Source: an optimization exercise on an open RTL-to-GDS flow (aim: small area and a short achievable clock period). Production flows keep margins and buffers that such runs may drop. At most, simulation tests tie the RTL to the original design; equivalence was not proved. No activity file was given, so power comes from the tool's default toggle rates.

==> module xgmii_rx_stats, before the edit <==
module xgmii_rx_stats #(
    parameter int NCH           = 4,
    parameter int CNT_W         = 16,
    parameter int TICKS_PER_SEC = 50000,
    parameter int MAX_LEN       = 1518
) (
    input  logic                 sys_clk,
    input  logic                 sys_rst,
    input  logic [64*NCH-1:0]    xgmii_rxd,
    input  logic [8*NCH-1:0]     xgmii_rxc,
    input  logic                 clear,
    output logic                 sec_tick,
    output logic [CNT_W*NCH-1:0] rx_pps,
    output logic [CNT_W*NCH-1:0] rx_throughput,
    output logic [CNT_W*NCH-1:0] rx_errors
);
    localparam int TW = (TICKS_PER_SEC > 1) ?
                        $clog2(TICKS_PER_SEC) : 1;
    localparam logic [TW-1:0] TC = TW'(TICKS_PER_SEC - 1);
    localparam int LW = 12;
    localparam logic [LW-1:0] LMAX = {1'b0, {(LW-1){1'b1}}};
    localparam int PW0 = $clog2(8 * TICKS_PER_SEC / 73 + 2);
    localparam int PW  = (PW0 < CNT_W) ? PW0 : CNT_W;
    logic [TW-1:0] win_q;
    logic          tick_q;
    logic          win_end;
    assign win_end = (win_q == TC);
    always_ff @(posedge sys_clk or posedge sys_rst) begin
        if (sys_rst) begin
            win_q  <= '0;
            tick_q <= 1'b0;
        end else begin
            win_q  <= (clear || win_end) ? '0 : win_q + 1'b1;
            tick_q <= !clear && win_end;
        end
    end
    assign sec_tick = tick_q;
    for (genvar k = 0; k < NCH; k++) begin : g_ch
        logic             st_q;
        logic [LW-1:0]    lm_q, lm_d;
        logic [PW-1:0]    pps_q, opps_q, p;
        logic [CNT_W-1:0] byt_q, err_q;
        logic [CNT_W-1:0] obyt_q, oerr_q;
        logic [CNT_W-1:0] b, e;
        logic [7:0] ctl, dat, trm, erl, bnd;
        logic       s0, s4;
        logic [8:0] nb;              
        logic [8:0] fst;             
        logic [3:0] pc [9];          
        logic [3:0] ds;              
        logic       eb;              
        logic       any_b, any_ft, good;
        logic [1:0]     err_n;
        logic [CNT_W:0] es, bx, by;
        logic [3:0]     esj;
        logic [7:0]     bsj;
        logic [7:0] rng;             
        always_comb begin
            for (int i = 0; i < 8; i++) begin
                logic [7:0] byt;
                logic       hi;
                byt    = xgmii_rxd[64*k + 8*i +: 8];
                hi     = &byt[7:3];
                ctl[i] = xgmii_rxc[8*k + i];
                dat[i] = !ctl[i];
                trm[i] = ctl[i] && hi && byt[2:0] == 3'b101;
                erl[i] = ctl[i] && hi && byt[2:0] == 3'b110;
            end
            s0 = ctl[0] && xgmii_rxd[64*k +: 8] == 8'hFB;
            s4 = ctl[4] && xgmii_rxd[64*k + 32 +: 8] == 8'hFB;
            bnd = trm | {3'b000, s4, 3'b000, s0};
            nb[0] = 1'b1;
            for (int i = 0; i < 8; i++)
                nb[i+1] = nb[i] && !bnd[i];
            fst = {nb[8], bnd & nb[7:0]};
            any_b  = !nb[8];
            any_ft = |(trm & nb[7:0]);
            eb     = |(erl & nb[7:0]);
            pc[0] = 4'd0;
            pc[1] = {3'd0, dat[0]};
            pc[2] = {3'd0, dat[0]} + {3'd0, dat[1]};
            pc[3] = pc[2] + {3'd0, dat[2]};
            pc[4] = pc[2] + ({3'd0, dat[2]} + {3'd0, dat[3]});
            pc[5] = pc[4] + {3'd0, dat[4]};
            pc[6] = pc[4] + ({3'd0, dat[4]} + {3'd0, dat[5]});
            pc[7] = pc[4] + ({3'd0, dat[4]} + {3'd0, dat[5]} +
                             {3'd0, dat[6]});
            pc[8] = pc[4] + ({3'd0, dat[4]} + {3'd0, dat[5]} +
                             {3'd0, dat[6]} + {3'd0, dat[7]});
            ds = 4'd0;
            for (int i = 0; i < 9; i++)
                ds = ds | (fst[i] ? pc[i] : 4'd0);
            for (int j = 0; j < 8; j++)
                rng[j] = !lm_q[LW-1] &&
                         (lm_q >= LW'(64 - j)) &&
                         (lm_q <= LW'(MAX_LEN - j));
            good = st_q && any_ft && !eb && rng[ds[2:0]];
            err_n = {1'b0, st_q && any_b && !good}
                  + {1'b0, s0 && |bnd[7:1]}
                  + {1'b0, s4 && |trm[7:5]};
            for (int j = 0; j < 4; j++)
                esj[j] = ({1'b0, err_q} + (CNT_W+1)'(j)) >> CNT_W;
            es = {1'b0, err_q} + {{(CNT_W-1){1'b0}}, err_n};
            e  = esj[err_n] ? '1 : es[CNT_W-1:0];
            p = pps_q + {{(PW-1){1'b0}}, good};
            bx = {1'b0, byt_q} + {{(CNT_W+2-LW){1'b0}}, lm_q[LW-2:0]};
            for (int j = 0; j < 8; j++)
                bsj[j] = (bx + (CNT_W+1)'(j)) >> CNT_W;
            by = bx + {{(CNT_W-2){1'b0}}, ds[2:0]};
            b  = !good ? byt_q : (bsj[ds[2:0]] ? '1 : by[CNT_W-1:0]);
            if (!any_b) begin
                logic [LW-1:0] ls;
                ls   = lm_q + {{(LW-4){1'b0}}, ds};
                lm_d = (eb || (!lm_q[LW-1] && ls[LW-1])) ?
                       LMAX : ls;
            end else if (s4) begin
                lm_d = (|erl[7:5]) ? LMAX :
                       LW'(pc[8] - pc[5]) - LW'(7);
            end else begin
                lm_d = (|erl[7:1]) ? LMAX :
                       LW'(pc[8] - pc[1]) - LW'(7);
            end
        end
        always_ff @(posedge sys_clk or posedge sys_rst) begin
            if (sys_rst) begin
                st_q   <= 1'b0;
                pps_q  <= '0;
                byt_q  <= '0;
                err_q  <= '0;
                opps_q <= '0;
                obyt_q <= '0;
                oerr_q <= '0;
            end else begin
                if (any_b)
                    st_q <= (s4 && !(|trm[7:5])) || (s0 && !(|bnd[7:1]));
                if (clear) begin
                    pps_q  <= '0;
                    byt_q  <= '0;
                    err_q  <= '0;
                    opps_q <= '0;
                    obyt_q <= '0;
                    oerr_q <= '0;
                end else if (win_end) begin
                    pps_q  <= '0;
                    byt_q  <= '0;
                    err_q  <= '0;
                    opps_q <= p;
                    obyt_q <= b;
                    oerr_q <= e;
                end else begin
                    pps_q  <= p;
                    byt_q  <= b;
                    err_q  <= e;
                end
            end
        end
        always_ff @(posedge sys_clk)
            lm_q <= lm_d;
        assign rx_pps[CNT_W*k +: CNT_W]        = CNT_W'(opps_q);
        assign rx_throughput[CNT_W*k +: CNT_W] = obyt_q;
        assign rx_errors[CNT_W*k +: CNT_W]     = oerr_q;
    end
endmodule
export LEC_CHECK = 0
export CAP_MARGIN = 20
export CORE_MARGIN = 2
export CORE_UTILIZATION = 40
export CTS_CLUSTER_DIAMETER = 100
export CTS_CLUSTER_SIZE = 24
export SLEW_MARGIN = 20
create_clock -name core_clock -period 20.0 [get_ports {sys_clk}]
standard.sh (not shown) runs the stock make flow with config.mk's settings and CLKGATE_MAP_FILE= SYNTH_SCRIPT=/design/flow/synth_recipe.tcl, a recipe that flattens the netlist after the stock synthesis.
==> flow/flow/run.sh <==
#!/bin/bash
# The standard layout (standard.sh) with these changes:
#  - synthesis: the standard script (synth_recipe.tcl) with ABC run on
#    flow/map.abc instead of ORFS's speed script, and adders left to ABC
#    (no full-adder cell mapping); registers are mapped exactly as before;
#  - port buffers are plain buf_1 cells;
#  - timing repair aims SETUP_SLACK_MARGIN ns beyond the constraint.
set -euo pipefail
here=$(pwd)
export MY_ABC_SCRIPT=$here/flow/map.abc
export ADDER_MAP_FILE=
export BUFFER_PORTS_ARGS="-buffer_cell sky130_fd_sc_hd__buf_1"
export SETUP_SLACK_MARGIN=${SETUP_SLACK_MARGIN:-12}
sed "s#SYNTH_SCRIPT=[^ ]*#SYNTH_SCRIPT=$here/flow/synth.tcl#" standard.sh > standard_own.sh
grep -q "SYNTH_SCRIPT=$here/flow/synth.tcl" standard_own.sh
bash standard_own.sh > flow_make.log 2>&1
==> flow/flow/map.abc <==
strash
&get -n
&syn2
&dch -f
&nf
&put
buffer -c
upsize -c
dnsize -c
==> flow/flow/synth.tcl <==
proc synth {args} { yosys synth -nofsm -noshare {*}$args }
proc abc {args} {
  set i [lsearch -exact $args -script]
  if { $i >= 0 && [info exists ::env(MY_ABC_SCRIPT)] && $::env(MY_ABC_SCRIPT) ne "" } {
    lset args [expr { $i + 1 }] $::env(MY_ABC_SCRIPT)
  }
  yosys abc {*}$args
}
source $::env(SCRIPTS_DIR)/synth.tcl
# left out here: clear keep_hierarchy, flatten, clean up, hide names made inside functions, write 1_2_yosys.v
The baseline passed the timing, DRC and antenna checks.
Change:
--- a/flow/design.v
+++ b/flow/design.v
@@ -46,6 +46,4 @@
         logic       s0, s4;
         logic [8:0] nb;              
-        logic [8:0] fst;             
-        logic [3:0] pc [9];          
         logic [3:0] ds;              
         logic       eb;              
@@ -73,22 +71,21 @@
             for (int i = 0; i < 8; i++)
                 nb[i+1] = nb[i] && !bnd[i];
-            fst = {nb[8], bnd & nb[7:0]};
             any_b  = !nb[8];
             any_ft = |(trm & nb[7:0]);
             eb     = |(erl & nb[7:0]);
-            pc[0] = 4'd0;
-            pc[1] = {3'd0, dat[0]};
-            pc[2] = {3'd0, dat[0]} + {3'd0, dat[1]};
-            pc[3] = pc[2] + {3'd0, dat[2]};
-            pc[4] = pc[2] + ({3'd0, dat[2]} + {3'd0, dat[3]});
-            pc[5] = pc[4] + {3'd0, dat[4]};
-            pc[6] = pc[4] + ({3'd0, dat[4]} + {3'd0, dat[5]});
-            pc[7] = pc[4] + ({3'd0, dat[4]} + {3'd0, dat[5]} +
-                             {3'd0, dat[6]});
-            pc[8] = pc[4] + ({3'd0, dat[4]} + {3'd0, dat[5]} +
-                             {3'd0, dat[6]} + {3'd0, dat[7]});
-            ds = 4'd0;
-            for (int i = 0; i < 9; i++)
-                ds = ds | (fst[i] ? pc[i] : 4'd0);
+            begin
+                logic [2:0] da, db;
+                logic [4:0] nbb;     
+                nbb[0] = 1'b1;
+                for (int i = 0; i < 4; i++)
+                    nbb[i+1] = nbb[i] && !bnd[4+i];
+                da = 3'd0;
+                db = 3'd0;
+                for (int i = 0; i < 4; i++) begin
+                    if (dat[i] && nb[i]) da = da + 3'd1;
+                    if (dat[4+i] && nbb[i]) db = db + 3'd1;
+                end
+                ds = {1'b0, da} + (nb[4] ? {1'b0, db} : 4'd0);
+            end
             for (int j = 0; j < 8; j++)
                 rng[j] = !lm_q[LW-1] &&
@@ -116,8 +113,8 @@
             end else if (s4) begin
                 lm_d = (|erl[7:5]) ? LMAX :
-                       LW'(pc[8] - pc[5]) - LW'(7);
+                       LW'($countones(dat[7:5])) - LW'(7);
             end else begin
                 lm_d = (|erl[7:1]) ? LMAX :
-                       LW'(pc[8] - pc[1]) - LW'(7);
+                       LW'($countones(dat[7:1])) - LW'(7);
             end
         end
The changed run passed the timing, DRC and antenna checks.
First-iteration DRC count is lower by about 2.7%.
Core utilization is higher by 0.21 points.
Design area is lower by 1.1%.
Global-route usage is lower by 0.62 points.
Worst setup slack improves by 0.054 ns.
Cell count is lower by 1.4%.
Total power is about the same.
Critical path depth is higher by 1.
Hold slack hardly moves.
Via count is lower by about 1.1%.
The RTL of the second run of this note was laid out without a check of its function.

[static timing again, ports no longer ideal]
No port has a modelled driver above. Below, the same layouts with a new extraction and two added sets of constraints.
Step 1: set_driving_cell puts a clkbuf_16 on sys_clk and a buf_2 on each other input, an assumption about the parent block.
Step 2 also shifts input and output timing later by t, the mid clock arrival at the registers, as if the neighbouring blocks saw the same clock.
Slacks: ideal ports / drivers / drivers and shift; pairs: ideal ports / drivers.
run | shift t [ns] | setup slack, ns | worst slew at a driven data input, ns
the first run | 0.640 | 12.151 / 12.184 / 11.544 | 0.09
the second run | 0.641 | 12.205 / 12.240 / 11.599 | 0.07
After both steps setup and hold are still met in every run listed. For the first run, which loses most, drivers alone change the setup slack by +0.033 ns; drivers and shift together by -0.607 ns.
